This is an optimization exercise on Yosys and OpenROAD, whose aim is small area, not a production implementation. The RTL was checked by simulation tests, not by an equivalence proof against the original design. Power and IR drop assume default switching activity.

== main ==
==> flow/design.v <==
module csr_file_m #(
  parameter int          NUM_HPM   = 4,
  parameter int          CNT_WIDTH = 64,
  parameter logic [31:0] HART_ID   = 32'd0,
  localparam int         HPM_W     = (NUM_HPM > 0) ? NUM_HPM : 1
) (
  input  logic             clk,
  input  logic             rst,
  input  logic             csr_access,
  input  logic [11:0]      csr_addr,
  input  logic [1:0]       csr_wtype,
  input  logic [31:0]      csr_woperand,
  output logic [31:0]      csr_rdata,
  output logic             csr_illegal,
  input  logic             retire,
  input  logic             trap_valid,
  input  logic             trap_is_irq,
  input  logic [30:0]      trap_cause,
  input  logic [31:0]      trap_pc,
  input  logic [31:0]      trap_tval,
  input  logic             mret,
  input  logic             irq_ext,
  input  logic             irq_timer,
  input  logic             irq_sw,
  input  logic [HPM_W-1:0] hpm_event,
  output logic [31:0]      trap_target,
  output logic [31:0]      mepc,
  output logic             irq_pending,
  output logic [30:0]      irq_cause
);
  localparam int NC  = 2 + NUM_HPM;
  localparam int CW  = CNT_WIDTH;
  localparam int SEG = 8;
  localparam int NSG = (CW + SEG - 1) / SEG;
  logic              alive;                  
  logic              st_mie, st_mpie;
  logic              mie_e, mie_t, mie_s;
  logic              mip_e, mip_t, mip_s;
  logic [29:0]       mtvec_base;
  logic              mtvec_mode;
  logic [NC-1:0]     inh;                    
  logic [29:0]       mepc_q;
  logic [31:0]       mscratch_q, mcause_q, mtval_q;    
  logic [CW-1:0]     cnt_q [NC];                        
  logic a_hi3, a_mstatus, a_mie, a_mtvec, a_minh, a_mscratch, a_mepc, a_mcause, a_mtval, a_mip;
  logic a_hartid, a_cnt_region;
  logic [NC-1:0] a_cnt;
  logic [4:0] idx;
  assign idx          = csr_addr[4:0];
  assign a_hi3        = (csr_addr[11:8] == 4'h3);
  assign a_mstatus    = a_hi3 && (csr_addr[7:0] == 8'h00);
  assign a_mie        = a_hi3 && (csr_addr[7:0] == 8'h04);
  assign a_mtvec      = a_hi3 && (csr_addr[7:0] == 8'h05);
  assign a_minh       = a_hi3 && (csr_addr[7:0] == 8'h20);
  assign a_mscratch   = a_hi3 && (csr_addr[7:0] == 8'h40);
  assign a_mepc       = a_hi3 && (csr_addr[7:0] == 8'h41);
  assign a_mcause     = a_hi3 && (csr_addr[7:0] == 8'h42);
  assign a_mtval      = a_hi3 && (csr_addr[7:0] == 8'h43);
  assign a_mip        = a_hi3 && (csr_addr[7:0] == 8'h44);
  assign a_hartid     = (csr_addr == 12'hF14);
  assign a_cnt_region = (csr_addr[11:8] == 4'hB) && (csr_addr[6:5] == 2'b00);
  always_comb begin
    a_cnt = '0;
    a_cnt[0] = a_cnt_region && (idx == 5'd0);
    for (int k = 1; k < NC; k++) a_cnt[k] = a_cnt_region && (idx == 5'(k + 1));
  end
  logic impl;
  assign impl = a_mstatus | a_mie | a_mtvec | a_minh | a_mscratch | a_mepc | a_mcause |
                a_mtval | a_mip | a_hartid | (|a_cnt);
  logic wreq;
  assign wreq        = csr_access && (csr_wtype != 2'b00);
  assign csr_illegal = csr_access && (!impl || ((csr_wtype != 2'b00) && (csr_addr[11:10] == 2'b11)));
  logic wen;
  assign wen = wreq && !trap_valid && !mret;
  logic [31:0] rd;
  logic        hi;
  assign hi = csr_addr[7];
  always_comb begin
    rd = '0;
    rd[3]  = a_mstatus & st_mie;
    rd[7]  = a_mstatus & st_mpie;
    rd[12:11] = {2{a_mstatus}};
    rd[11] = rd[11] | (a_mie & mie_e) | (a_mip & mip_e);
    rd[7]  = rd[7]  | (a_mie & mie_t) | (a_mip & mip_t);
    rd[3]  = rd[3]  | (a_mie & mie_s) | (a_mip & mip_s);
    rd    |= {32{a_mtvec}} & {mtvec_base, 1'b0, mtvec_mode};
    rd[0]  = rd[0] | (a_minh & inh[0]);
    for (int k = 1; k < NC; k++) rd[k + 1] = rd[k + 1] | (a_minh & inh[k]);
    rd    |= {32{a_mepc}} & {mepc_q, 2'b00};
    rd    |= {32{a_mscratch & alive}} & mscratch_q;
    rd    |= {32{a_mcause & alive}} & mcause_q;
    rd    |= {32{a_mtval & alive}} & mtval_q;
    for (int k = 0; k < NC; k++) begin
      rd |= {32{a_cnt[k] & alive & !hi}} & cnt_q[k][31:0];
      rd |= {32{a_cnt[k] & alive &  hi}} & cnt_q[k][CW-1:32];
    end
  end
  assign csr_rdata = rd;
  logic [31:0] wd;
  always_comb begin
    case (csr_wtype)
      2'd2:    wd = rd & ~csr_woperand;
      2'd3:    wd = rd | csr_woperand;
      default: wd = csr_woperand;
    endcase
  end
  logic w_mstatus, w_mie, w_mtvec, w_minh, w_mscratch, w_mepc, w_mcause, w_mtval;
  assign w_mstatus  = wen && a_mstatus;
  assign w_mie      = wen && a_mie;
  assign w_mtvec    = wen && a_mtvec;
  assign w_minh     = wen && a_minh;
  assign w_mscratch = wen && a_mscratch;
  assign w_mepc     = wen && a_mepc;
  assign w_mcause   = wen && a_mcause;
  assign w_mtval    = wen && a_mtval;
  always_ff @(posedge clk or posedge rst) begin
    if (rst) alive <= 1'b0;
    else     alive <= 1'b1;
  end
  always_ff @(posedge clk or posedge rst) begin
    if (rst) begin
      mip_e <= 1'b0;
      mip_t <= 1'b0;
      mip_s <= 1'b0;
    end else begin
      mip_e <= irq_ext;
      mip_t <= irq_timer;
      mip_s <= irq_sw;
    end
  end
  always_ff @(posedge clk or posedge rst) begin
    if (rst) begin
      st_mie  <= 1'b0;
      st_mpie <= 1'b0;
    end else if (trap_valid) begin
      st_mpie <= st_mie;
      st_mie  <= 1'b0;
    end else if (mret) begin
      st_mie  <= st_mpie;
      st_mpie <= 1'b1;
    end else if (w_mstatus) begin
      st_mie  <= wd[3];
      st_mpie <= wd[7];
    end
  end
  always_ff @(posedge clk or posedge rst) begin
    if (rst) begin
      mie_e <= 1'b0;
      mie_t <= 1'b0;
      mie_s <= 1'b0;
    end else if (w_mie) begin
      mie_e <= wd[11];
      mie_t <= wd[7];
      mie_s <= wd[3];
    end
  end
  always_ff @(posedge clk or posedge rst) begin
    if (rst) begin
      mtvec_base <= '0;
      mtvec_mode <= 1'b0;
    end else if (w_mtvec) begin
      mtvec_base <= wd[31:2];
      mtvec_mode <= (wd[1:0] == 2'b01);
    end
  end
  always_ff @(posedge clk or posedge rst) begin
    if (rst) begin
      inh <= '0;
    end else if (w_minh) begin
      inh[0] <= wd[0];
      for (int k = 1; k < NC; k++) inh[k] <= wd[k + 1];
    end
  end
  always_ff @(posedge clk or posedge rst) begin
    if (rst)             mepc_q <= '0;
    else if (trap_valid) mepc_q <= trap_pc[31:2];
    else if (w_mepc)     mepc_q <= wd[31:2];
  end
  always_ff @(posedge clk) begin
    mscratch_q <= w_mscratch ? wd : (mscratch_q & {32{alive}});
    mcause_q   <= trap_valid ? {trap_is_irq, trap_cause} :
                  w_mcause   ? wd : (mcause_q & {32{alive}});
    mtval_q    <= trap_valid ? trap_tval :
                  w_mtval    ? wd : (mtval_q & {32{alive}});
  end
  logic [NC-1:0] inc;
  always_comb begin
    inc[0] = !inh[0];
    inc[1] = retire && !inh[1];
    for (int k = 0; k < NUM_HPM; k++) inc[2 + k] = hpm_event[k] && !inh[2 + k];
  end
  for (genvar k = 0; k < NC; k++) begin : g_cnt
    logic          wlo, whi, keep_lo, keep_hi, c0;
    logic [CW-1:0] q, c, t, nxt;
    logic [NSG-1:0] g;
    logic [NSG:0]   cs;
    assign q       = cnt_q[k];
    assign wlo     = wen && a_cnt[k] && !hi;
    assign whi     = wen && a_cnt[k] &&  hi;
    assign keep_lo = !wlo && alive;
    assign keep_hi = !whi && alive;
    assign c0      = inc[k] && !wlo && !whi;
    for (genvar s = 0; s < NSG; s++) begin : g_seg
      assign g[s] = &q[s*SEG +: SEG];
    end
    assign cs[0] = c0;
    for (genvar s = 0; s < NSG; s++) begin : g_cs
      assign cs[s+1] = cs[s] & g[s];
    end
    for (genvar i = 0; i < CW; i++) begin : g_bit
      if (i == 0) begin : g_b0
        assign c[i] = c0;
      end else if (i % SEG == 0) begin : g_bs
        assign c[i] = cs[i / SEG];
      end else begin : g_br
        assign c[i] = c[i-1] & q[i-1];
      end
    end
    for (genvar i = 0; i < CW; i++) begin : g_nxt
      if (i == 0) begin : g_n0
        assign nxt[i] = wlo ? wd[0] : ((q[0] & alive) ^ c0);
      end else if (i < 32) begin : g_nl
        assign nxt[i] = (wlo & wd[i]) | (keep_lo & (q[i] ^ c[i]));
      end else begin : g_nh
        assign nxt[i] = (whi & wd[i-32]) | (keep_hi & (q[i] ^ c[i]));
      end
    end
    always_ff @(posedge clk) cnt_q[k] <= nxt;
  end
  assign mepc = {mepc_q, 2'b00};
  logic pend_e, pend_t, pend_s;
  assign pend_e      = mie_e && mip_e;
  assign pend_t      = mie_t && mip_t;
  assign pend_s      = mie_s && mip_s;
  assign irq_pending = st_mie && (pend_e || pend_t || pend_s);
  always_comb begin
    irq_cause = '0;
    if (st_mie) begin
      if (pend_e)      irq_cause = 31'd11;
      else if (pend_s) irq_cause = 31'd3;
      else if (pend_t) irq_cause = 31'd7;
    end
  end
  logic [4:0]  voff;
  logic [5:0]  vlo;
  logic [24:0] vpre;
  assign voff = (mtvec_mode && trap_is_irq) ? trap_cause[4:0] : 5'd0;
  assign vlo  = {1'b0, mtvec_base[4:0]} + {1'b0, voff};
  always_comb begin
    vpre[0] = 1'b1;
    for (int i = 1; i < 25; i++) vpre[i] = vpre[i-1] & mtvec_base[5 + i - 1];
  end
  assign trap_target = {mtvec_base[29:5] ^ ({25{vlo[5]}} & vpre), vlo[4:0], 2'b00};
endmodule
==> flow/config.mk <==
export PLATFORM = sky130hd
export DESIGN_NAME = csr_file_m
export DESIGN_NICKNAME = csr_file_m
export VERILOG_FILES = /design/flow/design.v
export SDC_FILE = /design/flow/constraint.sdc
export NUM_CORES = 4
export LEC_CHECK = 0
export CAP_MARGIN = 20
export CORE_MARGIN = 2
export CORE_UTILIZATION = 40
export SLEW_MARGIN = 20
==> flow/constraint.sdc <==
create_clock -name core_clock -period 6.0 [get_ports {clk}]
set_input_delay 1.2000 -clock core_clock [delete_from_list [all_inputs] [get_ports {clk}]]
set_output_delay 1.2000 -clock core_clock [all_outputs]
set_load 0.01 [all_outputs]
run.sh (not shown) runs the stock make flow with config.mk's settings and CLKGATE_MAP_FILE= SYNTH_SCRIPT=/design/flow/synth_recipe.tcl, a recipe that flattens the netlist after the stock synthesis.
Inputs modified between main and the feature branch:
==> flow/flow/run.sh (new file) <==
#!/bin/bash
# The standard layout (standard.sh), with every port buffer made from the smallest buffer
# cell instead of the default clkdlybuf4s50_1. Each port still gets its own buffer.
set -o pipefail
cp standard.sh standard.sh.orig.txt
cp "$FLOW_CONFIG" config.orig.mk.txt
echo 'export BUFFER_PORTS_ARGS = -buffer_cell sky130_fd_sc_hd__buf_1' >> "$FLOW_CONFIG"
bash standard.sh > standard.log 2>&1
==> flow/standard.sh (new file) <==
#!/bin/bash
# synth_recipe.tcl (not shown) runs the flow's synth.tcl, then flattens the netlist and writes it again
# the make line also repeats each setting of config.mk as NAME=value (left out here)
make -C /OpenROAD-flow-scripts/flow DESIGN_CONFIG=/design/flow/config.mk WORK_HOME=/design/flow/orfs CLKGATE_MAP_FILE= SYNTH_SCRIPT=/design/flow/synth_recipe.tcl "${@:-finish}"
-- flow/config.mk --
<<< main, line 10
export CORE_UTILIZATION = 40
export SLEW_MARGIN = 20
>>> the feature branch, line 10
export CORE_UTILIZATION = 40
export CTS_BUF_LIST = sky130_fd_sc_hd__clkbuf_8 sky130_fd_sc_hd__clkbuf_16
export CTS_CLUSTER_DIAMETER = 100
export CTS_CLUSTER_SIZE = 20
export SLEW_MARGIN = 20
export BUFFER_PORTS_ARGS = -buffer_cell sky130_fd_sc_hd__buf_1
removed: flow/run.sh
==> comparison <==
- Looking at number of non-filler instances in the completed layout across main and the feature branch, the one that comes out lower is the feature branch.
- Of main and the feature branch, the run reporting the lower routed via count divided by cell count was main.
- Diff main and the feature branch: pin count of the biggest net entering global routing higher in main
- Measured against each other, main and the feature branch differ in power, the lower figure coming from the feature branch.
- The setup slack of the feature branch is larger than that of main.
- The feature branch vs main — fraction of power consumed by combinational cells rose 0.6 points.
- The feature branch vs main, clock tree buffer count of the final layout went down by 59%.

[separate check: timing with driven ports]
How much do the figures lean on ideal ports? The routed layouts below were timed once more, with nothing changed but the port constraints.
Step 1 (the two cells are an assumption about what drives the block):
set clk [get_ports {clk}]
set_driving_cell -lib_cell sky130_fd_sc_hd__clkbuf_16 $clk
set_driving_cell -lib_cell sky130_fd_sc_hd__buf_2 [delete_from_list [all_inputs] $clk]
Step 2 adds t to the input delays and takes it off the output delays; t is the mean of the earliest and latest rising clock arrival at the registers after step 1. Input paths then give back, and output paths get back, about the clock's delay inside the block.
a / b / c = no drivers / after step 1 / after step 2; a / b = the first two.
run	t (ns)	slack for setup (ns)	worst slew at a driven data input, ns
main	0.720	0.113 / 0.061 / 0.061	0.14
the feature branch	0.650	0.360 / 0.291 / 0.291	0.14
After both steps every run listed still meets setup and hold. For the feature branch, which loses most, drivers alone change the setup slack by -0.069 ns; drivers and shift together by -0.069 ns.
